Background: an optimization exercise with open tools, aiming at small area and a short achievable clock period. Do not read the settings as production practice.
RTL that was checked went through simulation tests only; none was proved equivalent to the original.
No functional check of the RTL was part of run 1.
Power and IR drop assume default switching activity.

==> flow/design.v, too long to show whole: its modules and the start of the top module <==
// module thumb_decoder: 78 lines
// module barrel_shifter: 42 lines
// module mul_rows: 1717 lines
// module rows_sum: 337 lines
// module reg_file: 30 lines
// module thumb_core: 162 lines
module thumb_core (
    input  logic   rst,
    input  logic   reset,
    input  thumb_isa_pkg::cmd_t   cmd_i,
    input  logic   cmd_valid_i,
    output core_types_pkg::wb_t    wb_o,
    output core_types_pkg::flags_t flags_o
);
  // ...
==> flow/run.sh <==
#!/bin/bash
# synth_recipe.tcl (not shown) runs the flow's synth.tcl, then flattens the netlist and writes it again
# the make line also repeats each setting of config.mk as NAME=value (left out here)
make -C /OpenROAD-flow-scripts/flow DESIGN_CONFIG=/design/flow/config.mk WORK_HOME=/design/flow/orfs CLKGATE_MAP_FILE= SYNTH_SCRIPT=/design/flow/synth_recipe.tcl finish
==> flow/config.mk <==
export PLATFORM = sky130hd
export DESIGN_NAME = thumb_core
export DESIGN_NICKNAME = thumb_core
export VERILOG_FILES = /design/flow/design.v
export SDC_FILE = /design/flow/constraint.sdc
export NUM_CORES = 4
export LEC_CHECK = 0
export CAP_MARGIN = 20
export CORE_MARGIN = 2
export CORE_UTILIZATION = 50
export SLEW_MARGIN = 20
==> flow/constraint.sdc <==
create_clock -name core_clock -period 13.5 [get_ports {rst}]
set_input_delay 2.7000 -clock core_clock [delete_from_list [all_inputs] [get_ports {rst}]]
set_output_delay 2.7000 -clock core_clock [all_outputs]
set_load 0.01 [all_outputs]
==> key figures, run 1 <==
Hold path
  – Min-delay src: z_hold_q
  – Hold path endpoint: z_hold_q

Status
  – Status: complete, no violations

Synthesis
  – Post-synth EDFFs: between 200 and 300
  – Ys flop type: edfxtp_1
  – Share of the synthesized area in the top cell type: slightly below 20%
  – Synth Area in Adders: between 10% and 20%
  – Synth Net Count: about 4700

Global routing
  – GRT Residual Overflow: 0
  – Initial antenna violation count: 10
  – Largest net degree at the start of global routing: a little under 70

Placed design
  – Routability cong.: 1.054
  – Port buffer count: between 50 and 60
  – Cell Area, Placed: just over 40000 sq um

Worst setup path
  – Crit path max fanout: 19
  – Crit path required time: approximately 14000 ps
  – Worst reg2reg path startpoint: row_q[68]
  – CP Class: in2reg

Finish
  – Max reg flops: roughly 260
  – Finished layout cell area: 42190 sq um
  – Biggest register: u_regs.regs
  – Most frequent cells in the layout: inv_1 (353), nand2_1 (335), xnor2_1 (298)
  – Final Util: 54.73%

STA
  – Final setup viols: 0
  – Worst relative slew slack: between 10% and 20%
  – Setup Skew: ~49 ps
  – Final Slew Violations: 0

Floorplan
  – Die Width: approximately 280 um
  – Die height: around 280 um
  – Tap cells: between 1000 and 1500

CTS
  – Post-CTS setup buffer count: 0
  – # H-tree levels: 2

Power and ir drop
  – Leakage: between 15 and 20 nW
  – Clk pwr share: about an eighth

Drt
  – Drt drc: 0
  – Met1 WL: just under 70000 um
  – WL met2: 74620 um
  – Via Count: between 30000 and 40000
==> module thumb_core, before the edit <==
module thumb_core (
    input  logic   rst,
    input  logic   reset,
    input  thumb_isa_pkg::cmd_t   cmd_i,
    input  logic   cmd_valid_i,
    output core_types_pkg::wb_t    wb_o,
    output core_types_pkg::flags_t flags_o
);
    logic        exec;
    logic [7:0]  sel_a, sel_b;
    logic [2:0]  dest;
    logic        wen, is_mul, is_add, is_shift;
    logic        x_zero, y_reg, y_inv, cin_one, cin_c;
    logic [7:0]  imm;
    logic        sh_imm, sh_lsl, sh_asr, sh_ror;
    logic        lg_and, lg_eor, lg_orr, lg_bic;
    thumb_decoder u_decoder (
        .cmd_i      (cmd_i),
        .exec_o     (exec),
        .sel_a_o    (sel_a),
        .sel_b_o    (sel_b),
        .dest_o     (dest),
        .wen_o      (wen),
        .is_mul_o   (is_mul),
        .is_add_o   (is_add),
        .is_shift_o (is_shift),
        .x_zero_o   (x_zero),
        .y_reg_o    (y_reg),
        .y_inv_o    (y_inv),
        .cin_one_o  (cin_one),
        .cin_c_o    (cin_c),
        .imm_o      (imm),
        .sh_imm_o   (sh_imm),
        .sh_lsl_o   (sh_lsl),
        .sh_asr_o   (sh_asr),
        .sh_ror_o   (sh_ror),
        .lg_and_o   (lg_and),
        .lg_eor_o   (lg_eor),
        .lg_orr_o   (lg_orr),
        .lg_bic_o   (lg_bic)
    );
    localparam int K = 4;    
    localparam int E = 3;    
    logic [K-1:0][31:0] row_q;
    logic [E-1:0]       x_q;
    logic        wb_valid_q;
    logic        wb_we_q;
    logic [2:0]  wb_dest_q;
    logic        nz_upd_q, c_add_q, c_sh_q, shc_q;
    logic        n_hold_q, z_hold_q, c_hold_q, v_hold_q;
    logic [31:0] res;
    logic        res_carry, res_zero;
    logic        c_flag, v_flag, n_flag, z_flag;
    rows_sum u_sum (
        .r     (row_q),
        .x     (x_q),
        .sum   (res),
        .carry (res_carry),
        .zero  (res_zero)
    );
    assign n_flag = nz_upd_q ? res[31] : n_hold_q;
    assign z_flag = nz_upd_q ? res_zero : z_hold_q;
    assign c_flag = c_add_q ? res_carry : (c_sh_q ? shc_q : c_hold_q);
    assign v_flag = c_add_q ? ((row_q[0][31] == row_q[1][31]) && (res[31] != row_q[0][31])) : v_hold_q;
    assign flags_o = {n_flag, z_flag, c_flag, v_flag};
    assign wb_o    = {wb_valid_q, wb_we_q, 1'b0, wb_dest_q, res};
    logic [7:0][31:0] regs;
    logic [7:0]  fwd_hit;
    logic [31:0] opa, opb;
    reg_file u_regs (
        .rst       (rst),
        .reset     (reset),
        .we_i      (wb_we_q),
        .wr_idx_i  (wb_dest_q),
        .wr_data_i (res),
        .regs_o    (regs)
    );
    always_comb begin
        for (int i = 0; i < 8; i++) begin
            fwd_hit[i] = wb_we_q && (wb_dest_q == 3'(i));
        end
        opa = {32{|(sel_a & fwd_hit)}} & res;
        opb = {32{|(sel_b & fwd_hit)}} & res;
        for (int i = 0; i < 8; i++) begin
            opa = opa | ({32{sel_a[i] & ~fwd_hit[i]}} & regs[i]);
            opb = opb | ({32{sel_b[i] & ~fwd_hit[i]}} & regs[i]);
        end
    end
    logic [K-1:0][31:0] mrow;
    logic [E-1:0]       mx;
    logic [31:0] sh_val;
    logic        sh_carry, sh_zero;
    logic [31:0] lg_val;
    logic [31:0] add_x, add_y;
    logic        add_cin;
    logic [31:0] other;
    mul_rows u_mul (
        .n (opa),
        .m (opb),
        .r (mrow),
        .x (mx)
    );
    barrel_shifter u_shifter (
        .value_i  (opa),
        .amount_i (sh_imm ? {3'b0, cmd_i[10:6]} : opb[7:0]),
        .lsl_i    (sh_lsl),
        .asr_i    (sh_asr),
        .ror_i    (sh_ror),
        .value_o  (sh_val),
        .carry_o  (sh_carry),
        .zero_o   (sh_zero)
    );
    always_comb begin
        if (lg_and)      lg_val = opa & opb;
        else if (lg_eor) lg_val = opa ^ opb;
        else if (lg_orr) lg_val = opa | opb;
        else if (lg_bic) lg_val = opa & ~opb;
        else             lg_val = ~opb;
    end
    assign add_x   = x_zero ? 32'd0 : opa;
    assign add_y   = (y_reg ? opb : {24'd0, imm}) ^ {32{y_inv}};
    assign add_cin = cin_one || (cin_c && c_flag);
    assign other   = is_shift ? sh_val : lg_val;
    logic exec_v;
    assign exec_v = cmd_valid_i && exec && !reset;
    always_ff @(posedge rst) begin
        for (int i = 0; i < K; i++) begin
            if (is_mul) begin
                row_q[i] <= mrow[i];
            end else if (i == 0) begin
                row_q[i] <= is_add ? add_x : other;
            end else if (i == 1) begin
                row_q[i] <= is_add ? add_y : 32'd0;
            end else if (i == 2) begin
                row_q[i] <= {31'd0, is_add && add_cin};
            end else begin
                row_q[i] <= 32'd0;
            end
        end
        x_q       <= is_mul ? mx : '0;
        wb_dest_q <= dest;
        shc_q     <= sh_carry;
    end
    always_ff @(posedge rst) begin
        wb_valid_q <= exec_v;
        wb_we_q    <= exec_v && wen;
        nz_upd_q   <= exec_v;
        c_add_q    <= exec_v && is_add;
        c_sh_q     <= exec_v && is_shift && !sh_zero;
        if (reset) begin
            n_hold_q <= 1'b0;
            z_hold_q <= 1'b0;
            c_hold_q <= 1'b0;
            v_hold_q <= 1'b0;
        end else begin
            n_hold_q <= n_flag;
            z_hold_q <= z_flag;
            c_hold_q <= c_flag;
            v_hold_q <= v_flag;
        end
    end
endmodule
==> run 2, diff against run 1 <==
--- a/flow/design.v
+++ b/flow/design.v
@@ -162,2 +162,3 @@
     input  logic [31:0] m,
+    input  logic        en,    
     output logic [3:0][31:0] r,
@@ -803,5 +804,5 @@
     logic s621;
-    assign b_one[0] = m[0] ^ 1'b0;
-    assign b_two[0] = (m[1] & ~m[0] & ~1'b0) | (~m[1] & m[0] & 1'b0);
-    assign b_neg[0] = m[1] & ~(m[0] & 1'b0);
+    assign b_one[0] = en & (m[0] ^ 1'b0);
+    assign b_two[0] = en & ((m[1] & ~m[0] & ~1'b0) | (~m[1] & m[0] & 1'b0));
+    assign b_neg[0] = en & m[1] & ~(m[0] & 1'b0);
     assign z0[0] = n[0] ^ b_neg[0];
@@ -870,5 +871,5 @@
     assign pp32 = (b_one[0] & z0[31]) | (b_two[0] & z0[30]);
-    assign b_one[1] = m[2] ^ m[1];
-    assign b_two[1] = (m[3] & ~m[2] & ~m[1]) | (~m[3] & m[2] & m[1]);
-    assign b_neg[1] = m[3] & ~(m[2] & m[1]);
+    assign b_one[1] = en & (m[2] ^ m[1]);
+    assign b_two[1] = en & ((m[3] & ~m[2] & ~m[1]) | (~m[3] & m[2] & m[1]));
+    assign b_neg[1] = en & m[3] & ~(m[2] & m[1]);
     assign z1[0] = n[0] ^ b_neg[1];
@@ -933,5 +934,5 @@
     assign pp62 = (b_one[1] & z1[29]) | (b_two[1] & z1[28]);
-    assign b_one[2] = m[4] ^ m[3];
-    assign b_two[2] = (m[5] & ~m[4] & ~m[3]) | (~m[5] & m[4] & m[3]);
-    assign b_neg[2] = m[5] & ~(m[4] & m[3]);
+    assign b_one[2] = en & (m[4] ^ m[3]);
+    assign b_two[2] = en & ((m[5] & ~m[4] & ~m[3]) | (~m[5] & m[4] & m[3]));
+    assign b_neg[2] = en & m[5] & ~(m[4] & m[3]);
     assign z2[0] = n[0] ^ b_neg[2];
@@ -992,5 +993,5 @@
     assign pp90 = (b_one[2] & z2[27]) | (b_two[2] & z2[26]);
-    assign b_one[3] = m[6] ^ m[5];
-    assign b_two[3] = (m[7] & ~m[6] & ~m[5]) | (~m[7] & m[6] & m[5]);
-    assign b_neg[3] = m[7] & ~(m[6] & m[5]);
+    assign b_one[3] = en & (m[6] ^ m[5]);
+    assign b_two[3] = en & ((m[7] & ~m[6] & ~m[5]) | (~m[7] & m[6] & m[5]));
+    assign b_neg[3] = en & m[7] & ~(m[6] & m[5]);
     assign z3[0] = n[0] ^ b_neg[3];
@@ -1047,5 +1048,5 @@
     assign pp116 = (b_one[3] & z3[25]) | (b_two[3] & z3[24]);
-    assign b_one[4] = m[8] ^ m[7];
-    assign b_two[4] = (m[9] & ~m[8] & ~m[7]) | (~m[9] & m[8] & m[7]);
-    assign b_neg[4] = m[9] & ~(m[8] & m[7]);
+    assign b_one[4] = en & (m[8] ^ m[7]);
+    assign b_two[4] = en & ((m[9] & ~m[8] & ~m[7]) | (~m[9] & m[8] & m[7]));
+    assign b_neg[4] = en & m[9] & ~(m[8] & m[7]);
     assign z4[0] = n[0] ^ b_neg[4];
@@ -1098,5 +1099,5 @@
     assign pp140 = (b_one[4] & z4[23]) | (b_two[4] & z4[22]);
-    assign b_one[5] = m[10] ^ m[9];
-    assign b_two[5] = (m[11] & ~m[10] & ~m[9]) | (~m[11] & m[10] & m[9]);
-    assign b_neg[5] = m[11] & ~(m[10] & m[9]);
+    assign b_one[5] = en & (m[10] ^ m[9]);
+    assign b_two[5] = en & ((m[11] & ~m[10] & ~m[9]) | (~m[11] & m[10] & m[9]));
+    assign b_neg[5] = en & m[11] & ~(m[10] & m[9]);
     assign z5[0] = n[0] ^ b_neg[5];
@@ -1145,5 +1146,5 @@
     assign pp162 = (b_one[5] & z5[21]) | (b_two[5] & z5[20]);
-    assign b_one[6] = m[12] ^ m[11];
-    assign b_two[6] = (m[13] & ~m[12] & ~m[11]) | (~m[13] & m[12] & m[11]);
-    assign b_neg[6] = m[13] & ~(m[12] & m[11]);
+    assign b_one[6] = en & (m[12] ^ m[11]);
+    assign b_two[6] = en & ((m[13] & ~m[12] & ~m[11]) | (~m[13] & m[12] & m[11]));
+    assign b_neg[6] = en & m[13] & ~(m[12] & m[11]);
     assign z6[0] = n[0] ^ b_neg[6];
@@ -1188,5 +1189,5 @@
     assign pp182 = (b_one[6] & z6[19]) | (b_two[6] & z6[18]);
-    assign b_one[7] = m[14] ^ m[13];
-    assign b_two[7] = (m[15] & ~m[14] & ~m[13]) | (~m[15] & m[14] & m[13]);
-    assign b_neg[7] = m[15] & ~(m[14] & m[13]);
+    assign b_one[7] = en & (m[14] ^ m[13]);
+    assign b_two[7] = en & ((m[15] & ~m[14] & ~m[13]) | (~m[15] & m[14] & m[13]));
+    assign b_neg[7] = en & m[15] & ~(m[14] & m[13]);
     assign z7[0] = n[0] ^ b_neg[7];
@@ -1227,5 +1228,5 @@
     assign pp200 = (b_one[7] & z7[17]) | (b_two[7] & z7[16]);
-    assign b_one[8] = m[16] ^ m[15];
-    assign b_two[8] = (m[17] & ~m[16] & ~m[15]) | (~m[17] & m[16] & m[15]);
-    assign b_neg[8] = m[17] & ~(m[16] & m[15]);
+    assign b_one[8] = en & (m[16] ^ m[15]);
+    assign b_two[8] = en & ((m[17] & ~m[16] & ~m[15]) | (~m[17] & m[16] & m[15]));
+    assign b_neg[8] = en & m[17] & ~(m[16] & m[15]);
     assign z8[0] = n[0] ^ b_neg[8];
@@ -1262,5 +1263,5 @@
     assign pp216 = (b_one[8] & z8[15]) | (b_two[8] & z8[14]);
-    assign b_one[9] = m[18] ^ m[17];
-    assign b_two[9] = (m[19] & ~m[18] & ~m[17]) | (~m[19] & m[18] & m[17]);
-    assign b_neg[9] = m[19] & ~(m[18] & m[17]);
+    assign b_one[9] = en & (m[18] ^ m[17]);
+    assign b_two[9] = en & ((m[19] & ~m[18] & ~m[17]) | (~m[19] & m[18] & m[17]));
+    assign b_neg[9] = en & m[19] & ~(m[18] & m[17]);
     assign z9[0] = n[0] ^ b_neg[9];
@@ -1293,5 +1294,5 @@
     assign pp230 = (b_one[9] & z9[13]) | (b_two[9] & z9[12]);
-    assign b_one[10] = m[20] ^ m[19];
-    assign b_two[10] = (m[21] & ~m[20] & ~m[19]) | (~m[21] & m[20] & m[19]);
-    assign b_neg[10] = m[21] & ~(m[20] & m[19]);
+    assign b_one[10] = en & (m[20] ^ m[19]);
+    assign b_two[10] = en & ((m[21] & ~m[20] & ~m[19]) | (~m[21] & m[20] & m[19]));
+    assign b_neg[10] = en & m[21] & ~(m[20] & m[19]);
     assign z10[0] = n[0] ^ b_neg[10];
@@ -1320,5 +1321,5 @@
     assign pp242 = (b_one[10] & z10[11]) | (b_two[10] & z10[10]);
-    assign b_one[11] = m[22] ^ m[21];
-    assign b_two[11] = (m[23] & ~m[22] & ~m[21]) | (~m[23] & m[22] & m[21]);
-    assign b_neg[11] = m[23] & ~(m[22] & m[21]);
+    assign b_one[11] = en & (m[22] ^ m[21]);
+    assign b_two[11] = en & ((m[23] & ~m[22] & ~m[21]) | (~m[23] & m[22] & m[21]));
+    assign b_neg[11] = en & m[23] & ~(m[22] & m[21]);
     assign z11[0] = n[0] ^ b_neg[11];
@@ -1343,5 +1344,5 @@
     assign pp252 = (b_one[11] & z11[9]) | (b_two[11] & z11[8]);
-    assign b_one[12] = m[24] ^ m[23];
-    assign b_two[12] = (m[25] & ~m[24] & ~m[23]) | (~m[25] & m[24] & m[23]);
-    assign b_neg[12] = m[25] & ~(m[24] & m[23]);
+    assign b_one[12] = en & (m[24] ^ m[23]);
+    assign b_two[12] = en & ((m[25] & ~m[24] & ~m[23]) | (~m[25] & m[24] & m[23]));
+    assign b_neg[12] = en & m[25] & ~(m[24] & m[23]);
     assign z12[0] = n[0] ^ b_neg[12];
@@ -1362,5 +1363,5 @@
     assign pp260 = (b_one[12] & z12[7]) | (b_two[12] & z12[6]);
-    assign b_one[13] = m[26] ^ m[25];
-    assign b_two[13] = (m[27] & ~m[26] & ~m[25]) | (~m[27] & m[26] & m[25]);
-    assign b_neg[13] = m[27] & ~(m[26] & m[25]);
+    assign b_one[13] = en & (m[26] ^ m[25]);
+    assign b_two[13] = en & ((m[27] & ~m[26] & ~m[25]) | (~m[27] & m[26] & m[25]));
+    assign b_neg[13] = en & m[27] & ~(m[26] & m[25]);
     assign z13[0] = n[0] ^ b_neg[13];
@@ -1377,5 +1378,5 @@
     assign pp266 = (b_one[13] & z13[5]) | (b_two[13] & z13[4]);
-    assign b_one[14] = m[28] ^ m[27];
-    assign b_two[14] = (m[29] & ~m[28] & ~m[27]) | (~m[29] & m[28] & m[27]);
-    assign b_neg[14] = m[29] & ~(m[28] & m[27]);
+    assign b_one[14] = en & (m[28] ^ m[27]);
+    assign b_two[14] = en & ((m[29] & ~m[28] & ~m[27]) | (~m[29] & m[28] & m[27]));
+    assign b_neg[14] = en & m[29] & ~(m[28] & m[27]);
     assign z14[0] = n[0] ^ b_neg[14];
@@ -1388,5 +1389,5 @@
     assign pp270 = (b_one[14] & z14[3]) | (b_two[14] & z14[2]);
-    assign b_one[15] = m[30] ^ m[29];
-    assign b_two[15] = (m[31] & ~m[30] & ~m[29]) | (~m[31] & m[30] & m[29]);
-    assign b_neg[15] = m[31] & ~(m[30] & m[29]);
+    assign b_one[15] = en & (m[30] ^ m[29]);
+    assign b_two[15] = en & ((m[31] & ~m[30] & ~m[29]) | (~m[31] & m[30] & m[29]));
+    assign b_neg[15] = en & m[31] & ~(m[30] & m[29]);
     assign z15[0] = n[0] ^ b_neg[15];
@@ -2290,2 +2291,3 @@
     logic [E-1:0]       x_q;
+    logic [31:0]        nm_q;     
     logic        wb_valid_q;
@@ -2298,4 +2300,9 @@
     logic        c_flag, v_flag, n_flag, z_flag;
+    logic [K-1:0][31:0] row_in;
+    always_comb begin
+        row_in    = row_q;
+        row_in[0] = row_q[0] | nm_q;
+    end
     rows_sum u_sum (
-        .r     (row_q),
+        .r     (row_in),
         .x     (x_q),
@@ -2308,3 +2315,3 @@
     assign c_flag = c_add_q ? res_carry : (c_sh_q ? shc_q : c_hold_q);
-    assign v_flag = c_add_q ? ((row_q[0][31] == row_q[1][31]) && (res[31] != row_q[0][31])) : v_hold_q;
+    assign v_flag = c_add_q ? ((nm_q[31] == row_q[1][31]) && (res[31] != nm_q[31])) : v_hold_q;
     assign flags_o = {n_flag, z_flag, c_flag, v_flag};
@@ -2342,6 +2349,7 @@
     mul_rows u_mul (
-        .n (opa),
-        .m (opb),
-        .r (mrow),
-        .x (mx)
+        .n  (opa),
+        .m  (opb),
+        .en (is_mul),
+        .r  (mrow),
+        .x  (mx)
     );
@@ -2370,17 +2378,17 @@
     assign exec_v = cmd_valid_i && exec && !reset;
+    logic [31:0] nm0, nm1;
+    assign nm0 = is_mul ? 32'd0 : (is_add ? add_x : other);
+    assign nm1 = (is_add && !is_mul) ? add_y : 32'd0;
     always_ff @(posedge rst) begin
         for (int i = 0; i < K; i++) begin
-            if (is_mul) begin
-                row_q[i] <= mrow[i];
-            end else if (i == 0) begin
-                row_q[i] <= is_add ? add_x : other;
-            end else if (i == 1) begin
-                row_q[i] <= is_add ? add_y : 32'd0;
+            if (i == 1) begin
+                row_q[i] <= mrow[i] | nm1;
             end else if (i == 2) begin
-                row_q[i] <= {31'd0, is_add && add_cin};
+                row_q[i] <= mrow[i] | {31'd0, is_add && !is_mul && add_cin};
             end else begin
-                row_q[i] <= 32'd0;
+                row_q[i] <= mrow[i];
             end
         end
-        x_q       <= is_mul ? mx : '0;
+        x_q       <= mx;
+        nm_q      <= nm0;
         wb_dest_q <= dest;
--- a/flow/config.mk
+++ b/flow/config.mk
@@ -10,2 +10,3 @@
 export CORE_UTILIZATION = 50
+export SETUP_SLACK_MARGIN = 4
 export SLEW_MARGIN = 20
==> run 2 against run 1 <==
Against the previous run:
- still clean
- sequential power increased by 8%
- utilization rose by 0.40 points
- setup slack improved by 330 ps
- critical path type is now reg2out
- largest cell class unchanged
- largest power group unchanged
==> key figures, run 2 <==
Synthesis
  – Share of the synthesized area in the top cell type: 19.37% (-0.48 points)
  – Post-synthesis sequential area ratio: ~28%
  – Async set-reset flop share out of synthesis: 0%
  – YS warnings: 5
  – Post-Syn Area: 39680 sq um
  – Ys flop type: edfxtp_1
  – Library cells used by synthesis: about 120
  – Top-count cell post-synth: inv_1
  – Top cells by count, synth: inv_1 (383), nand2_1 (347), edfxtp_1 (256)
  – Cells after Synth: ~4400
  – Synthesis-stage register bit count: roughly 420
  – Post-synth EDFFs: 256 (unchanged)
  – Synth Net Count: 4868 (+4.2%)
  – Avg Inst Size Synth: 8.918 sq um
  – Largest cells by area after synthesis: edfxtp_1 (19%), fa_1 (10%), dfxtp_1 (8.5%), ha_1 (6.2%), xnor2_1 (4.9%)
  – Synth area leader: edfxtp_1

Finish
  – Max reg flops: 256 (unchanged)
  – Most frequent cells in the layout: inv_1 (383), nand2_1 (346), edfxtp_1 (256)
  – Biggest regs: u_regs.regs x256, row_q x121, nm_q x32
  – Commonest non-fill, non-tap cell in the layout: inv_1
  – FILL cells: between 7000 and 8000
  – Final net count: around 4800
  – P&R area growth vs syn: 9.429%
  – Biggest register: u_regs.regs
  – Finished layout cell area: 43420 sq um (+2.9%)
  – Ratio of cells with drive above 1 in the final layout: roughly 11%

Drt
  – Final wirelength: between 150000 and 200000 um
  – Routed wire per std cell: around 36 um
  – Drt drc: 0 (unchanged)
  – Antenna violation net count after detailed routing: 0
  – Violation count after the first detailed-route iteration: 6596
  – Via Count: 38880 (+5.4%)
  – DR pass1 iterations: 10
  – Vias per std cell: around 7

STA
  – Fmax: 0.1051 GHz
  – Final setup viols: 0 (unchanged)
  – Setup Skew: 57.59 ps (+8.720 ps)
  – Worst Setup Slack, final: roughly 4000 ps
  – Worst relative slew slack: 12.88% (-0.84 points)
  – RSZ-0062 raised after global routing: false
  – Tmin final: approximately 9500 ps
  – Final Hold Fails: 0
  – Final clock period utilization by the worst path: 70.49%
  – Final setup TNS: 0 ps
  – Final Slew Violations: 0 (unchanged)
  – Tightest Pin Transition: approximately 1300 ps

Worst setup path
  – Worst path bufs/invs: 4
  – Critical Path End Type: output port
  – Crit path max-delay family: compound AO/OA/AOI/OAI gates
  – Slowest CP cell: a41oi_1
  – Max incr delay on CP: about 970 ps
  – WP data arrival: ~6800 ps
  – Element type at the critical path start: flip-flop
  – Worst path most repeated cell: a21oi_1
  – CP Class: reg2out
  – Crit path max fanout: 11 (-8)
  – Crit path cell chain: or2_2, fa_1, inv_1, fa_1, inv_1, ha_1, a21oi_1, o21ai_0, a21oi_1, a311o_1, a21oi_1, buf_4, o21ai_0, a41oi_1, clkdlybuf4s50_1
  – Crit path required time: 10800 ps (-3200 ps)

Global routing
  – Total GRT Usage: between 40% and 50%
  – GRT Residual Overflow: 0 (unchanged)
  – Largest net degree at the start of global routing: 59 (-13%)
  – Initial antenna violation count: 12 (+2)
  – First-pass GRT wire length: 271800 um
  – Vias in the first global route: 36100

Status
  – Status: complete, no violations

Floorplan
  – Die Area: a little over 80000 sq um
  – Die height: 285.7 um (+1.2%)
  – Die Width: 285.7 um (+1.2%)
  – IO Pins: 61
  – Core area: ~79000 sq um
  – Initial core utilization: 50.39%
  – FP Rows: 103

CTS
  – Clock latency on the worst-skew pair: between 600 and 700 ps
  – Clock tree buffer depth: 3
  – Hold Buf Count CTS: 0
  – CTS tree: yes
  – Worst-path clk slew: 70 ps
  – # H-tree levels: 2 (unchanged)
  – Cts bufs inserted: 50
  – Clock Root Buffer: clkbuf_16
  – Clk sink count: between 400 and 500

Power and ir drop
  – Worst vdd ir: approximately 0.00013 V
  – Leakage: 17.23 nW (+4.2%)
  – Pwr Total: between 6 and 7 mW
  – Power per Cell Area: between 150 and 200 nW/um^2

Placed design
  – Port buffer count: 59 (unchanged)
  – Placed wire-length estimate: between 100000 and 150000 um
  – Cell Area, Placed: 41520 sq um (+2.5%)
  – Routability cong.: 1.040 (-1.3%)
  – Worst slack, placed: between 3000 and 4000 ps

Hold path
  – Worst min-delay path class: reg2reg

Job
  – Max Cap Viol: 0
==> run 2: changes by cell type in the layout (fill, tap and decap cells not counted), sizes merged, moves of 33 or more <==
cell,change
a22o,-101
o22ai,+100
a22oi,-92
xnor2,-76
o21ai,+75
nor2,+59
o221ai,+59
and2,-41
nand3,-40
inv,+35
nand4,-33
==> run 2: worst min-delay path, cell delays in order, from the launching register on <==
cell,delay (ps)
dfxtp_1,290
nor2_1,80
a21oi_1,50
nor2b_1,120
==> run 2: logic make-up (layout without fill, tap and decap cells) <==
kind of cell,Yosys count,in the layout,share of synthesized area [%]
flops,424,424,27.85
other cells,1,5,0.009451
mux,108,108,3.198
fa+ha+maj,400,400,16.44
xor+xnor,283,283,6.392
compound gates,1398,1399,25.39
buf+inv,804,741,8.152
simple gates,1031,1031,12.57
==> run 2: final timing paths <==
kind	start	end	slack, ps	depth (start not counted)
setup / recovery	nm_q[15]	flags_o[1]	3980	15
hold reg to reg	v_hold_q	v_hold_q	590	3
hold / removal	v_hold_q	v_hold_q	590	3
setup reg to reg	nm_q[13]	row_q[62]	4630	22
==> run 2: stage by stage <==
stage / util [%] / cells / hold WS [ps]
4_1_cts: 55.08 / 5435 / 595.4
6_report: 55.14 / 5441 / 590.2
2_1_floorplan: - / 4449 / 554.4
3_3_place_gp: 52.73 / 5341 / 567.4
3_5_place_dp: 52.74 / 5341 / 582.9
5_1_grt: 55.13 / 5437 / 633.3
==> run 2: routing by layer <==
| layer | wire length (um) | vias up | global-route usage [%] |
|---|---|---|---|
| met5 | 88 | - | 0 |
| met4 | 12660 | 14 | 24.92 |
| met3 | 31500 | 700 | 18.32 |
| met2 | 77840 | 3359 | 64.65 |
| met1 | 72560 | 18730 | 61.48 |
| li1 | - | 16080 | - |
==> run 2: cell type report <==
type | count | area [sq um] | share of cell area, %
clock buffers | 56 | 1304 | 3.003
clock inverters | 38 | 540.5 | 1.245
diodes | 4 | 10.01 | 0.02305
flip-flops and latches | 424 | 11050 | 25.45
multi-input cells | 3222 | 25720 | 59.23
well taps | 1050 | 1314 | 3.026
repair buffers | 242 | 1958 | 4.510
inverters | 405 | 1523 | 3.507
==> run 2: report_power, final <==
part           total (mW)  switching (mW)  leakage [nW]  internal, mW
logic                3.26            2.30          12.4         0.963
clock network        1.55           0.633         0.889         0.914
registers            1.75           0.141          3.98          1.60
total                6.55            3.07          17.2          3.48
==> run 2: timing repair <==
action                     in CTS  in global routing
setup endpoints to repair      14                 33
pin swaps                       0                  0
setup buffers                   0                  0
cloned                          0                  1
resized for setup               1                  6
==> run 3, diff against run 2 <==
--- a/flow/config.mk
+++ b/flow/config.mk
@@ -10,3 +10,3 @@
 export CORE_UTILIZATION = 50
-export SETUP_SLACK_MARGIN = 4
+export SETUP_SLACK_MARGIN = 5
 export SLEW_MARGIN = 20
==> run 3 against run 2 <==
Against the previous run:
- still clean
- cell count up 0.81%
- maximum frequency up 12%
- sequential cell count unchanged
- largest power group unchanged
- utilization grew 1.1 points
- largest cell class unchanged
- sequential power barely moved
==> key figures, run 3 <==
Floorplan
  – Die Area: 81620 sq um (unchanged)
  – Die height: 285.7 um (unchanged)
  – FP Rows: 103 (unchanged)
  – Initial core utilization: 50.39% (unchanged)
  – IO Pins: 61 (unchanged)
  – Die Width: 285.7 um (unchanged)
  – Core area: 78740 sq um (unchanged)

Drt
  – Routed wire per std cell: 35.83 um (+0.17%)
  – DR pass1 iterations: 7 (-3)
  – Violation count after the first detailed-route iteration: 6590 (-0.091%)
  – Antenna violation net count after detailed routing: 0 (unchanged)
  – Vias per std cell: 7.166 (+0.29%)
  – Via Count: 39310 (+1.1%)
  – Final wirelength: 196600 um (+0.98%)
  – Drt drc: 0 (unchanged)

CTS
  – Clock latency on the worst-skew pair: 650 ps (about the same)
  – Cts bufs inserted: 50 (unchanged)
  – Clock tree buffer depth: 3 (unchanged)
  – CTS tree: yes
  – Clock Root Buffer: clkbuf_16
  – # H-tree levels: 2 (unchanged)
  – Worst-path clk slew: 70 ps (about the same)
  – Hold Buf Count CTS: 0 (unchanged)
  – Clk sink count: 424 (unchanged)

Power and ir drop
  – Worst vdd ir: 0.0001275 V (about the same)
  – Power per Cell Area: 150.8 nW/um^2 (about the same)
  – Pwr Total: 6.676 mW (+1.9%)
  – Leakage: 17.52 nW (+1.7%)

Synthesis
  – Top-count cell post-synth: inv_1
  – Share of the synthesized area in the top cell type: 19.37% (unchanged)
  – Post-Syn Area: 39680 sq um (unchanged)
  – Synth area leader: edfxtp_1
  – Library cells used by synthesis: 121 (unchanged)
  – Cells after Synth: 4449 (unchanged)
  – Synth Net Count: 4868 (unchanged)
  – Post-synthesis sequential area ratio: 27.85% (unchanged)
  – Top cells by count, synth: inv_1 (383), nand2_1 (347), edfxtp_1 (256)
  – Avg Inst Size Synth: 8.918 sq um (unchanged)
  – Async set-reset flop share out of synthesis: 0% (unchanged)
  – Post-synth EDFFs: 256 (unchanged)
  – Ys flop type: edfxtp_1
  – YS warnings: 5 (unchanged)
  – Synthesis-stage register bit count: 424 (unchanged)
  – Largest cells by area after synthesis: edfxtp_1 (19%), fa_1 (10%), dfxtp_1 (8.5%), ha_1 (6.2%), xnor2_1 (4.9%)

Finish
  – Final Util: 56.22% (+1.1 points)
  – P&R area growth vs syn: 11.56%
  – Ratio of cells with drive above 1 in the final layout: 13.10% (+2.2 points)
  – Commonest non-fill, non-tap cell in the layout: inv_1
  – Biggest register: u_regs.regs
  – Max reg flops: 256 (unchanged)
  – Final net count: 4806 (+0.88%)
  – Post-Layout Cell Count: 5485 (+0.81%)
  – Biggest regs: u_regs.regs x256, row_q x121, nm_q x32
  – Most frequent cells in the layout: inv_1 (375), nand2_1 (343), edfxtp_1 (256)

Global routing
  – Largest net degree at the start of global routing: 59 (unchanged)
  – Vias in the first global route: 36350 (+0.68%)
  – First-pass GRT wire length: 274200 um (+0.89%)
  – Initial antenna violation count: 14 (+2)
  – GRT Residual Overflow: 0 (unchanged)
  – Total GRT Usage: 46.81% (+0.44 points)

STA
  – RSZ-0062 raised after global routing: true
  – Setup Skew: 58.67 ps (+1.080 ps)
  – Worst relative slew slack: 16.22% (+3.3 points)
  – Fmax: 0.1173 GHz (+12%)
  – Tmin final: 8523 ps (-992.3 ps)
  – Final setup TNS: 0 ps (unchanged)
  – Tightest Pin Transition: 1246 ps (-54.76 ps)
  – Final clock period utilization by the worst path: 63.13% (-7.4 points)
  – Final Slew Violations: 0 (unchanged)
  – Final setup viols: 0 (unchanged)
  – Final Hold Fails: 0 (unchanged)

Worst setup path
  – Worst path bufs/invs: 4 (unchanged)
  – Worst path depth: 13 (-2)
  – Slowest CP cell: o31ai_1
  – WP data arrival: 5820 ps (-1000 ps)
  – Crit path max fanout: 9 (-2)
  – Element type at the critical path start: flip-flop
  – Crit path max-delay family: adder cells
  – Critical Path End Type: output port
  – Worst reg2reg path depth: 22 (unchanged)
  – Crit path required time: 10800 ps (about the same)
  – CP Class: reg2out
  – Max incr delay on CP: 1020 ps (+50 ps)
  – Crit path cell chain: or2_2, fa_1, inv_1, fa_1, inv_1, ha_2, a211oi_1, nor2_1, or2_2, o31ai_1, nand2_1, inv_1, clkdlybuf4s50_1
  – Worst path most repeated cell: inv_1

Status
  – Status: complete, no violations

Placed design
  – Routability cong.: 1.040 (unchanged)
  – Port buffer count: 59 (unchanged)
  – Placed wire-length estimate: 139400 um (unchanged)
  – Cells after DPL: 5341 (unchanged)

Job
  – Max Cap Viol: 0 (unchanged)

Hold path
  – Hold depth: 3 (unchanged)
  – Worst min-delay path class: reg2reg
-- run 3: changes by cell type in the layout (fill, tap and decap cells not counted), sizes merged, moves of 2 or more --
| cell | before | now |
|---|---|---|
| diode | 4 | 6 |
| dlygate4sd2 | 0 | 2 |
| clkinvlp | 5 | 13 |
| clkdlybuf4s50 | 57 | 52 |
| inv | 405 | 397 |
| dlymetal6s2s | 0 | 3 |
| buf | 184 | 223 |
-- run 3: kinds of logic (layout without fill, tap and decap cells) --
group	after synthesis	after routing	synth area share [%]
muxes	108	108	3.198
other	1	7	0.009451
DFF	424	424	27.85
buffers and inverters	804	781	8.152
xor gates and xnor gates	283	283	6.392
AOI/OAI and AO/OA	1398	1399	25.39
and+or+nand+nor	1031	1033	12.57
adders and majority gates	400	400	16.44
-- run 3: timing repair --
item                                    4_1_cts  5_1_grt
endpoints found under the setup margin      108       77
pin swaps                                     4        4
resized for setup                            57       57
buffers inserted                             26       13
gates cloned                                  2        2
-- run 3: worst register-to-register path, delay by kind of cell, from the launching register on --
kind | cells | cell delay [ps]
fa+ha+maj | 8 | 3640
simple gates | 5 | 1670
compound gates | 4 | 1500
buf+inv | 5 | 690
flops | 1 | 470
-- run 3: cell type report --
| class | instances | area (sq um) |
|---|---|---|
| clock buffers | 56 | 1304 |
| diodes | 6 | 15.01 |
| inverters | 405 | 1559 |
| clock inverters | 38 | 540.5 |
| well taps | 1050 | 1314 |
| flip-flops and latches | 424 | 11050 |
| repair buffers | 282 | 2429 |
| multi-input cells | 3224 | 26050 |
| fillers | 7160 | 34480 |
-- run 3: final timing paths --
check	startpoint	endpoint	slack, ps
min reg2reg	v_hold_q	v_hold_q	590
min	v_hold_q	v_hold_q	590
max	nm_q[10]	wb_o[17]	4980
max reg2reg	nm_q[13]	row_q[62]	5410
-- run 3: power by group --
part | switching [mW] | leakage [nW] | internal, mW
Clock | 0.638 | 0.889 | 0.914
Combinational | 2.35 | 12.7 | 1.03
Sequential | 0.142 | 3.98 | 1.61
Total | 3.13 | 17.5 | 3.55
-- run 3: through the flow --
| stage | area, sq um | hold WS, ps | worst slack (ps) |
|---|---|---|---|
| after floorplan | 39680 | 554.4 | 5538 |
| after global placement | 41520 | 567.4 | 3323 |
| after detailed placement | 41520 | 582.9 | 3194 |
| after CTS | 43870 | 595.4 | 4996 |
| after global routing | 44250 | 633.3 | 4944 |
| final | 44270 | 589.5 | 4977 |
-- run 3: metal layers --
metal  track usage (%)  up-vias  share of wire, %
met5                 0        -             0.046
met4             26.37       14               6.7
met3             19.86      742                16
met2             64.71     3316                40
met1             61.16    19090                37
li1                  -    16150                 -
==> run 4, diff against run 3 <==
--- a/flow/config.mk
+++ b/flow/config.mk
@@ -9,3 +9,3 @@
 export CORE_MARGIN = 2
-export CORE_UTILIZATION = 50
+export CORE_UTILIZATION = 65
 export SETUP_SLACK_MARGIN = 5
==> run 4 against run 3 <==
Against the previous run:
- hold slack improved by 2.0 ps
- via count up 3.6%
- register-to-register slack gained 50 ps
- clock skew rose by 1.5 ps
- critical path type is now in2reg
- critical endpoint is now nm_q[6]
- largest power group unchanged
==> key figures, run 4 <==
Status
  – Status: complete, no violations

Power and ir drop
  – Leakage: 17.35 nW (-0.98%)
  – Power per Cell Area: 148.8 nW/um^2 (-1.3%)
  – Worst vdd ir: 0.0001328 V (+4.1%)

Drt
  – Violation count after the first detailed-route iteration: 8648 (+31%)
  – Via Count: 40730 (+3.6%)
  – DR pass1 iterations: 14 (+7)
  – Antenna violation net count after detailed routing: 0 (unchanged)
  – Drt drc: 0 (unchanged)
  – Vias per std cell: 7.847 (+9.5%)
  – Final wirelength: 185700 um (-5.5%)
  – Routed wire per std cell: 35.78 um (-0.14%)

Worst setup path
  – R2R Setup Slk: 5460 ps (+50 ps)
  – Worst path depth: 22 (+9)
  – Termination of the worst setup path: nm_q[6]
  – Critical Path End Type: flip-flop
  – WP data arrival: 9080 ps (+3260 ps)
  – Worst path most repeated cell: o211ai_1
  – Crit path max-delay family: compound AO/OA/AOI/OAI gates
  – Max incr delay on CP: 480 ps (-540 ps)
  – CP Class: in2reg
  – Worst reg2reg path depth: 22 (unchanged)
  – Crit path required time: 13980 ps (+3180 ps)
  – Worst reg2reg path startpoint: nm_q[18]
  – Crit path cell chain: clkdlybuf4s50_1, buf_6, nor3b_2, nor2_1, buf_4, o221a_2, o221a_4, buf_4, o211ai_1, and2_1, inv_1, ha_1, o211ai_1, a21boi_0, o31a_1, nand3_4, mux2_2, mux2i_1, o21ai_0, o22ai_1, nor2_1, o211ai_1
  – CP startpoint: cmd_i[7]
  – RR Endpoint: row_q[124]
  – Slowest CP cell: clkdlybuf4s50_1
  – Element type at the critical path start: primary input
  – Crit path max fanout: 27 (+18)
  – Worst path bufs/invs: 5 (+1)

Finish
  – Final Util: 72.34% (+16 points)
  – Final net count: 4785 (-0.44%)
  – Biggest register: u_regs.regs
  – Finished layout cell area: 43660 sq um (-1.4%)
  – Max reg flops: 256 (unchanged)
  – P&R area growth vs syn: 10.04%
  – Commonest non-fill, non-tap cell in the layout: inv_1
  – Most frequent cells in the layout: inv_1 (375), nand2_1 (343), edfxtp_1 (256)
  – Post-Layout Cell Count: 5190 (-5.4%)
  – Ratio of cells with drive above 1 in the final layout: 12.54% (-0.56 points)
  – Biggest regs: u_regs.regs x256, row_q x121, nm_q x32

Placed design
  – Port buffer count: 59 (unchanged)
  – Worst slack, placed: 3229 ps (+35.60 ps)
  – Routability cong.: 1.084 (+4.3%)
  – Cells after DPL: 5048 (-5.5%)
  – Cell Area, Placed: 41000 sq um (-1.3%)
  – Placed wire-length estimate: 127400 um (-8.6%)

STA
  – Final Hold Fails: 0 (unchanged)
  – Tightest Pin Transition: 1265 ps (+18.70 ps)
  – Final Slew Violations: 0 (unchanged)
  – Final setup TNS: 0 ps (unchanged)
  – Fmax: 0.1162 GHz (-0.93%)
  – Setup Skew: 60.14 ps (+1.478 ps)
  – Tmin final: 8603 ps (+80.06 ps)
  – Final setup viols: 0 (unchanged)
  – Final clock period utilization by the worst path: 63.73% (+0.59 points)
  – RSZ-0062 raised after global routing: false
  – Worst Setup Slack, final: 4897 ps (-80.06 ps)
  – Worst relative slew slack: 14.99% (-1.2 points)

CTS
  – CTS tree: yes
  – Cts bufs inserted: 48 (-4.0%)
  – Worst-path clk slew: 60 ps (about the same)
  – Clock tree buffer depth: 3 (unchanged)
  – # H-tree levels: 2 (unchanged)
  – Clk sink count: 424 (unchanged)
  – Clock Root Buffer: clkbuf_16
  – Clock latency on the worst-skew pair: 660 ps (about the same)

Synthesis
  – Post-synthesis sequential area ratio: 27.85% (unchanged)
  – Avg Inst Size Synth: 8.918 sq um (unchanged)
  – Ys flop type: edfxtp_1
  – Async set-reset flop share out of synthesis: 0% (unchanged)
  – Post-Syn Area: 39680 sq um (unchanged)
  – Top-count cell post-synth: inv_1
  – Library cells used by synthesis: 121 (unchanged)
  – Synthesis-stage register bit count: 424 (unchanged)
  – Post-synth EDFFs: 256 (unchanged)
  – Largest cells by area after synthesis: edfxtp_1 (19%), fa_1 (10%), dfxtp_1 (8.5%), ha_1 (6.2%), xnor2_1 (4.9%)
  – Synth area leader: edfxtp_1
  – Synth Net Count: 4868 (unchanged)
  – Cells after Synth: 4449 (unchanged)
  – Share of the synthesized area in the top cell type: 19.37% (unchanged)
  – Top cells by count, synth: inv_1 (383), nand2_1 (347), edfxtp_1 (256)
  – YS warnings: 5 (unchanged)

Global routing
  – Vias in the first global route: 37670 (+3.6%)
  – Largest net degree at the start of global routing: 62 (+5.1%)
  – Total GRT Usage: 57.03% (+10 points)
  – Initial antenna violation count: 14 (unchanged)
  – First-pass GRT wire length: 260500 um (-5.0%)
  – GRT Residual Overflow: 0 (unchanged)

Floorplan
  – FP Rows: 90 (-13%)
  – Die height: 251.1 um (-12%)
  – Core area: 60360 sq um (-23%)
  – Die Area: 63030 sq um (-23%)
  – IO Pins: 61 (unchanged)
  – Initial core utilization: 65.74% (+15 points)
  – Die Width: 251.1 um (-12%)

Job
  – Max Cap Viol: 0 (unchanged)

Hold path
  – Worst min-delay path class: reg2reg
==> run 4: cell counts after synthesis <==
No cell type changed its count.
==> run 4: repair_timing <==
| action | in CTS | in global routing |
|---|---|---|
| hold buffers | 0 | 0 |
| buffers inserted | 26 | 19 |
| resized for setup | 67 | 72 |
| setup endpoints to repair | 122 | 88 |
| pin swaps | 9 | 7 |
| cloned | 2 | 2 |
==> run 4: tightest hold or removal path, stage by stage, from the launching register on <==
cell and delay (ps):
dfxtp_1 300, inv_1 40, o21ai_0 70, nor2b_1 130
==> run 4: how the worst min path moves through the flow <==
stage,from,endpoint,slack (ps),cells past startpoint
floorplan,z_hold_q,z_hold_q,550,3
global placement,n_hold_q,n_hold_q,570,2
detailed placement,z_hold_q,z_hold_q,590,3
CTS,z_hold_q,z_hold_q,590,3
global route,z_hold_q,z_hold_q,610,3
finish,z_hold_q,z_hold_q,590,3
==> run 4: cells by family (layout without fill, tap and decap cells) <==
| kind of cell | Yosys count | after routing | synth area share (%) |
|---|---|---|---|
| other | 1 | 6 | 0.009451 |
| AO/OA/AOI/OAI | 1398 | 1399 | 25.39 |
| flip-flops | 424 | 424 | 27.85 |
| AND/OR/NAND/NOR | 1031 | 1034 | 12.57 |
| adder cells (fa/ha/maj) | 400 | 400 | 16.44 |
| multiplexers | 108 | 108 | 3.198 |
| XOR/XNOR | 283 | 283 | 6.392 |
| buffers and inverters | 804 | 754 | 8.152 |
==> run 4: cell type report <==
type / instances / area [sq um]
clock buffer: 60 / 1276
fill: 4519 / 16700
timing repair buffer: 262 / 2263
inverter: 405 / 1558
antenna: 5 / 12.51
clock inverter: 27 / 346.6
tap: 782 / 978.4
sequential: 424 / 11050
multi-input combinational: 3225 / 26180
==> run 4: per-stage QoR <==
step	hold WS, ps	total power [mW]
final	591.5	6.499
after global routing	614.9	6.545
after CTS	593.3	6.138
after detailed placement	586.7	4.703
after global placement	571.6	4.657
after floorplan	554.4	3.461
==> run 4: metal layers <==
layer  routed length, um  global-route usage, %  vias to the layer above
li1                    -                      -                    16140
met1               60850                  68.11                    18920
met2               69630                  76.55                     4327
met3               35810                  31.22                     1318
met4               18920                  41.72                       20
met5                 516                  2.703                        -
==> run 4: power by group <==
part / total, mW / switching [mW] / internal, mW
registers: 1.75 / 0.145 / 1.61
logic: 3.36 / 2.34 / 1.02
clock network: 1.39 / 0.618 / 0.774
total: 6.50 / 3.10 / 3.40
==> run 5, diff against run 4 <==
==> flow/flow/run.sh (new file) <==
#!/bin/bash
set -euo pipefail
MARGIN=6.5
bash standard.sh "SETUP_SLACK_MARGIN=$MARGIN" \
    "BUFFER_PORTS_ARGS=-buffer_cell sky130_fd_sc_hd__buf_4" finish > make_finish.log 2>&1
==> flow/standard.sh (new file) <==
#!/bin/bash
# synth_recipe.tcl (not shown) runs the flow's synth.tcl, then flattens the netlist and writes it again
# the make line also repeats each setting of config.mk as NAME=value (left out here)
make -C /OpenROAD-flow-scripts/flow DESIGN_CONFIG=/design/flow/config.mk WORK_HOME=/design/flow/orfs CLKGATE_MAP_FILE= SYNTH_SCRIPT=/design/flow/synth_recipe.tcl "${@:-finish}"
--- a/flow/config.mk
+++ b/flow/config.mk
@@ -9,4 +9,3 @@
 export CORE_MARGIN = 2
-export CORE_UTILIZATION = 65
-export SETUP_SLACK_MARGIN = 5
+export CORE_UTILIZATION = 50
 export SLEW_MARGIN = 20
removed: flow/run.sh
==> run 5 against run 4 <==
Against the previous run:
- critical path type is now reg2out
- largest power group unchanged
- cell area rose by 15%
- setup slack gained 1100 ps
- sequential power about the same
- still clean on timing, DRC and antenna
- clock power is 7% higher
- combinational power rose by 24%
- sequential cell count unchanged
- hold slack got worse by 20 ps
- global-route usage fell by 9.5 points
==> key figures, run 5 <==
CTS
  – Clk sink count: 424 (unchanged)
  – Clock tree buffer depth: 3 (unchanged)
  – # H-tree levels: 2 (unchanged)
  – Cts bufs inserted: 51 (+6.3%)
  – CTS tree: yes
  – Clock latency on the worst-skew pair: 650 ps (about the same)
  – Worst-path clk slew: 60 ps (about the same)
  – Clock Root Buffer: clkbuf_16
  – Hold Buf Count CTS: 0 (unchanged)

Finish
  – Max reg flops: 256 (unchanged)
  – Ratio of cells with drive above 1 in the final layout: 27.39% (+15 points)
  – P&R area growth vs syn: 26.59%
  – Most frequent cells in the layout: buf_4 (435), inv_1 (334), nand2_1 (331)
  – Commonest non-fill, non-tap cell in the layout: buf_4
  – Final net count: 5113 (+6.9%)
  – Final Util: 63.79% (-8.6 points)
  – Biggest regs: u_regs.regs x256, row_q x121, nm_q x32
  – Biggest register: u_regs.regs

STA
  – Final setup viols: 0 (unchanged)
  – Fmax: 0.1331 GHz (+15%)
  – Setup Skew: 34.10 ps (-26.05 ps)
  – Worst relative slew slack: 17.99% (+3.0 points)
  – Final Slew Violations: 0 (unchanged)
  – Final setup TNS: 0 ps (unchanged)
  – Worst Setup Slack, final: 5990 ps (+1093 ps)
  – Tmin final: 7510 ps (-1093 ps)
  – Final Hold Fails: 0 (unchanged)
  – RSZ-0062 raised after global routing: true
  – Tightest Pin Transition: 1213 ps (-51.98 ps)
  – Final clock period utilization by the worst path: 55.63% (-8.1 points)

Power and ir drop
  – Leakage: 19.98 nW (+15%)
  – Worst vdd ir: 0.0001617 V (+22%)
  – Power per Cell Area: 147.5 nW/um^2 (-0.92%)

Placed design
  – Routability cong.: 1.095 (+1.0%)
  – Worst slack, placed: 4304 ps (+1075 ps)
  – Port buffer count: 59 (unchanged)
  – Placed wire-length estimate: 135700 um (+6.5%)

Synthesis
  – Post-Syn Area: 39680 sq um (unchanged)
  – Avg Inst Size Synth: 8.918 sq um (unchanged)
  – Top-count cell post-synth: inv_1
  – Share of the synthesized area in the top cell type: 19.37% (unchanged)
  – Library cells used by synthesis: 121 (unchanged)
  – Synth area leader: edfxtp_1
  – Synthesis-stage register bit count: 424 (unchanged)
  – Async set-reset flop share out of synthesis: 0% (unchanged)
  – Post-synthesis sequential area ratio: 27.85% (unchanged)
  – Cells after Synth: 4449 (unchanged)
  – Ys flop type: edfxtp_1
  – YS warnings: 5 (unchanged)
  – Synth Net Count: 4868 (unchanged)
  – Post-synth EDFFs: 256 (unchanged)
  – Largest cells by area after synthesis: edfxtp_1 (19%), fa_1 (10%), dfxtp_1 (8.5%), ha_1 (6.2%), xnor2_1 (4.9%)
  – Top cells by count, synth: inv_1 (383), nand2_1 (347), edfxtp_1 (256)

Floorplan
  – Die height: 285.7 um (+14%)
  – Core area: 78740 sq um (+30%)
  – Die Width: 285.7 um (+14%)
  – Die Area: 81620 sq um (+29%)
  – IO Pins: 61 (unchanged)
  – Initial core utilization: 50.39% (-15 points)
  – FP Rows: 103 (+14%)

Global routing
  – Initial antenna violation count: 13 (-1)
  – Total GRT Usage: 47.56% (-9.5 points)
  – Largest net degree at the start of global routing: 59 (-4.8%)
  – GRT Residual Overflow: 0 (unchanged)
  – Vias in the first global route: 37740 (+0.19%)
  – First-pass GRT wire length: 278600 um (+7.0%)

Drt
  – Violation count after the first detailed-route iteration: 6799 (-21%)
  – Antenna violation net count after detailed routing: 0 (unchanged)
  – Via Count: 41300 (+1.4%)
  – Drt drc: 0 (unchanged)
  – Final wirelength: 202900 um (+9.2%)
  – Routed wire per std cell: 35.02 um (-2.1%)
  – Vias per std cell: 7.129 (-9.1%)
  – DR pass1 iterations: 9 (-5)

Job
  – Max Cap Viol: 0 (unchanged)

Worst setup path
  – Crit path required time: 10800 ps (-3180 ps)
  – Max incr delay on CP: 570 ps (+90 ps)
  – Crit path max-delay family: adder cells
  – Element type at the critical path start: flip-flop
  – Slowest CP cell: fa_2
  – Worst path bufs/invs: 6 (+1)
  – Crit path cell chain: or2_4, fa_2, inv_2, fa_1, inv_2, ha_4, a21oi_2, o211ai_1, a41o_1, o31ai_4, buf_12, nand3_4, nand2_4, clkinvlp_4, buf_12, mux2_4, buf_6
  – Critical Path End Type: output port
  – CP Class: reg2out
  – Crit path max fanout: 7 (-74%)
  – WP data arrival: 4810 ps (-4270 ps)

Status
  – Status: complete, no violations

Hold path
  – Worst min-delay path class: reg2reg
[run 5: stage by stage]
stage / power (mW) / instances / hold WS (ps) / cell area, sq um
after global placement: 4.839 / 5320 / 577.8 / 41870
after floorplan: 3.534 / 4449 / 554.4 / 40770
after detailed placement: 4.850 / 5320 / 581.3 / 41880
after global routing: 7.535 / 5785 / 593.6 / 50210
after CTS: 6.900 / 5663 / 597.4 / 48040
final: 7.407 / 5793 / 571.0 / 50230
[run 5: repair_timing]
action                                  in CTS  in global routing
pin swaps                                  121                 80
cloned                                      16                  5
setup buffers                              233                117
resized for setup                          487                275
endpoints found under the setup margin     144                 96
[run 5: cell type report]
cell class	instances	area, sq um
repair buffers	585	5739
clock buffers	63	1363
inverters	405	1668
diodes	8	20.02
flip-flops and latches	424	11110
well taps	1050	1314
multi-input cells	3227	28600
clock inverters	31	414.1
fillers	6574	28520
[run 5: tightest hold or removal path: stages (launching register included)]
cell and delay, ps:
dfxtp_1 300, inv_1 40, o21ai_1 60, nor2b_1 120
[run 5: final timing paths]
path                                from  cells after the start  slack (ps)    endpoint
worst max-delay path            nm_q[20]                     17        5990  flags_o[3]
worst min-delay path            z_hold_q                      3         570    z_hold_q
worst max register to register  nm_q[14]                     29        6330   row_q[62]
worst min register to register  z_hold_q                      3         570    z_hold_q
[run 5: layer usage]
layer,wire length (um),track usage [%],up-vias
met3,33370,19.64,876
met5,93,0,-
met2,80110,65.33,3637
met1,74310,62.58,19930
li1,-,-,16840
met4,15010,27.43,14
[run 5: cells by family (layout without fill, tap and decap cells)]
kind of cell	Yosys count	after routing	share of synthesized area, %
AOI/OAI and AO/OA	1398	1398	25.39
xor gates and xnor gates	283	283	6.392
and+or+nand+nor	1031	1035	12.57
buffers and inverters	804	1084	8.152
adders and majority gates	400	400	16.44
DFF	424	424	27.85
muxes	108	110	3.198
other	1	9	0.009451
[run 5: report_power, final]
part	leakage, nW	internal [mW]	switching, mW
Sequential	3.99	1.61	0.150
Clock	0.856	0.874	0.621
Combinational	15.1	1.51	2.64
Total	20.0	3.99	3.41

static timing again, ports no longer ideal:
The results above use ideal ports. As a check the final layouts listed here were re-extracted and re-timed, cells and wires unchanged.
Step 1 (the two cells are an assumption about what drives the block):
set clk [get_ports {rst}]
set_driving_cell -lib_cell sky130_fd_sc_hd__clkbuf_16 $clk
set_driving_cell -lib_cell sky130_fd_sc_hd__buf_2 [delete_from_list [all_inputs] $clk]
Step 2 moves the port delays by t, midway between the first and last clock arrival at a register: inputs arrive t later, outputs are due t later. That takes back most of the time a late clock gives input paths.
a / b / c = no drivers / after step 1 / after step 2; a / b = the first two.
| run | shift t [ns] | setup slack, ns | worst setup path at the end | latest minus earliest clock arrival (ns) | slew at the worst register clock pin (ns) |
|---|---|---|---|---|---|
| run 1 | 0.714 | 3.657 / 3.712 / 2.997 | input to register | 0.049 / 0.049 | 0.07 / 0.07 |
| run 2 | 0.693 | 3.985 / 3.914 / 3.466 | input to register | 0.058 / 0.058 | 0.07 / 0.07 |
| run 3 | 0.698 | 4.977 / 4.904 / 4.356 | input to register | 0.059 / 0.059 | 0.07 / 0.07 |
| run 4 | 0.698 | 4.897 / 4.911 / 4.245 | input to register | 0.060 / 0.061 | 0.08 / 0.08 |
| run 5 | 0.710 | 5.990 / 5.916 / 5.586 | input to register | 0.034 / 0.034 | 0.07 / 0.07 |
After both steps every run listed still meets setup and hold. For run 1, which loses most, drivers alone change the setup slack by +0.055 ns; drivers and shift together by -0.660 ns.
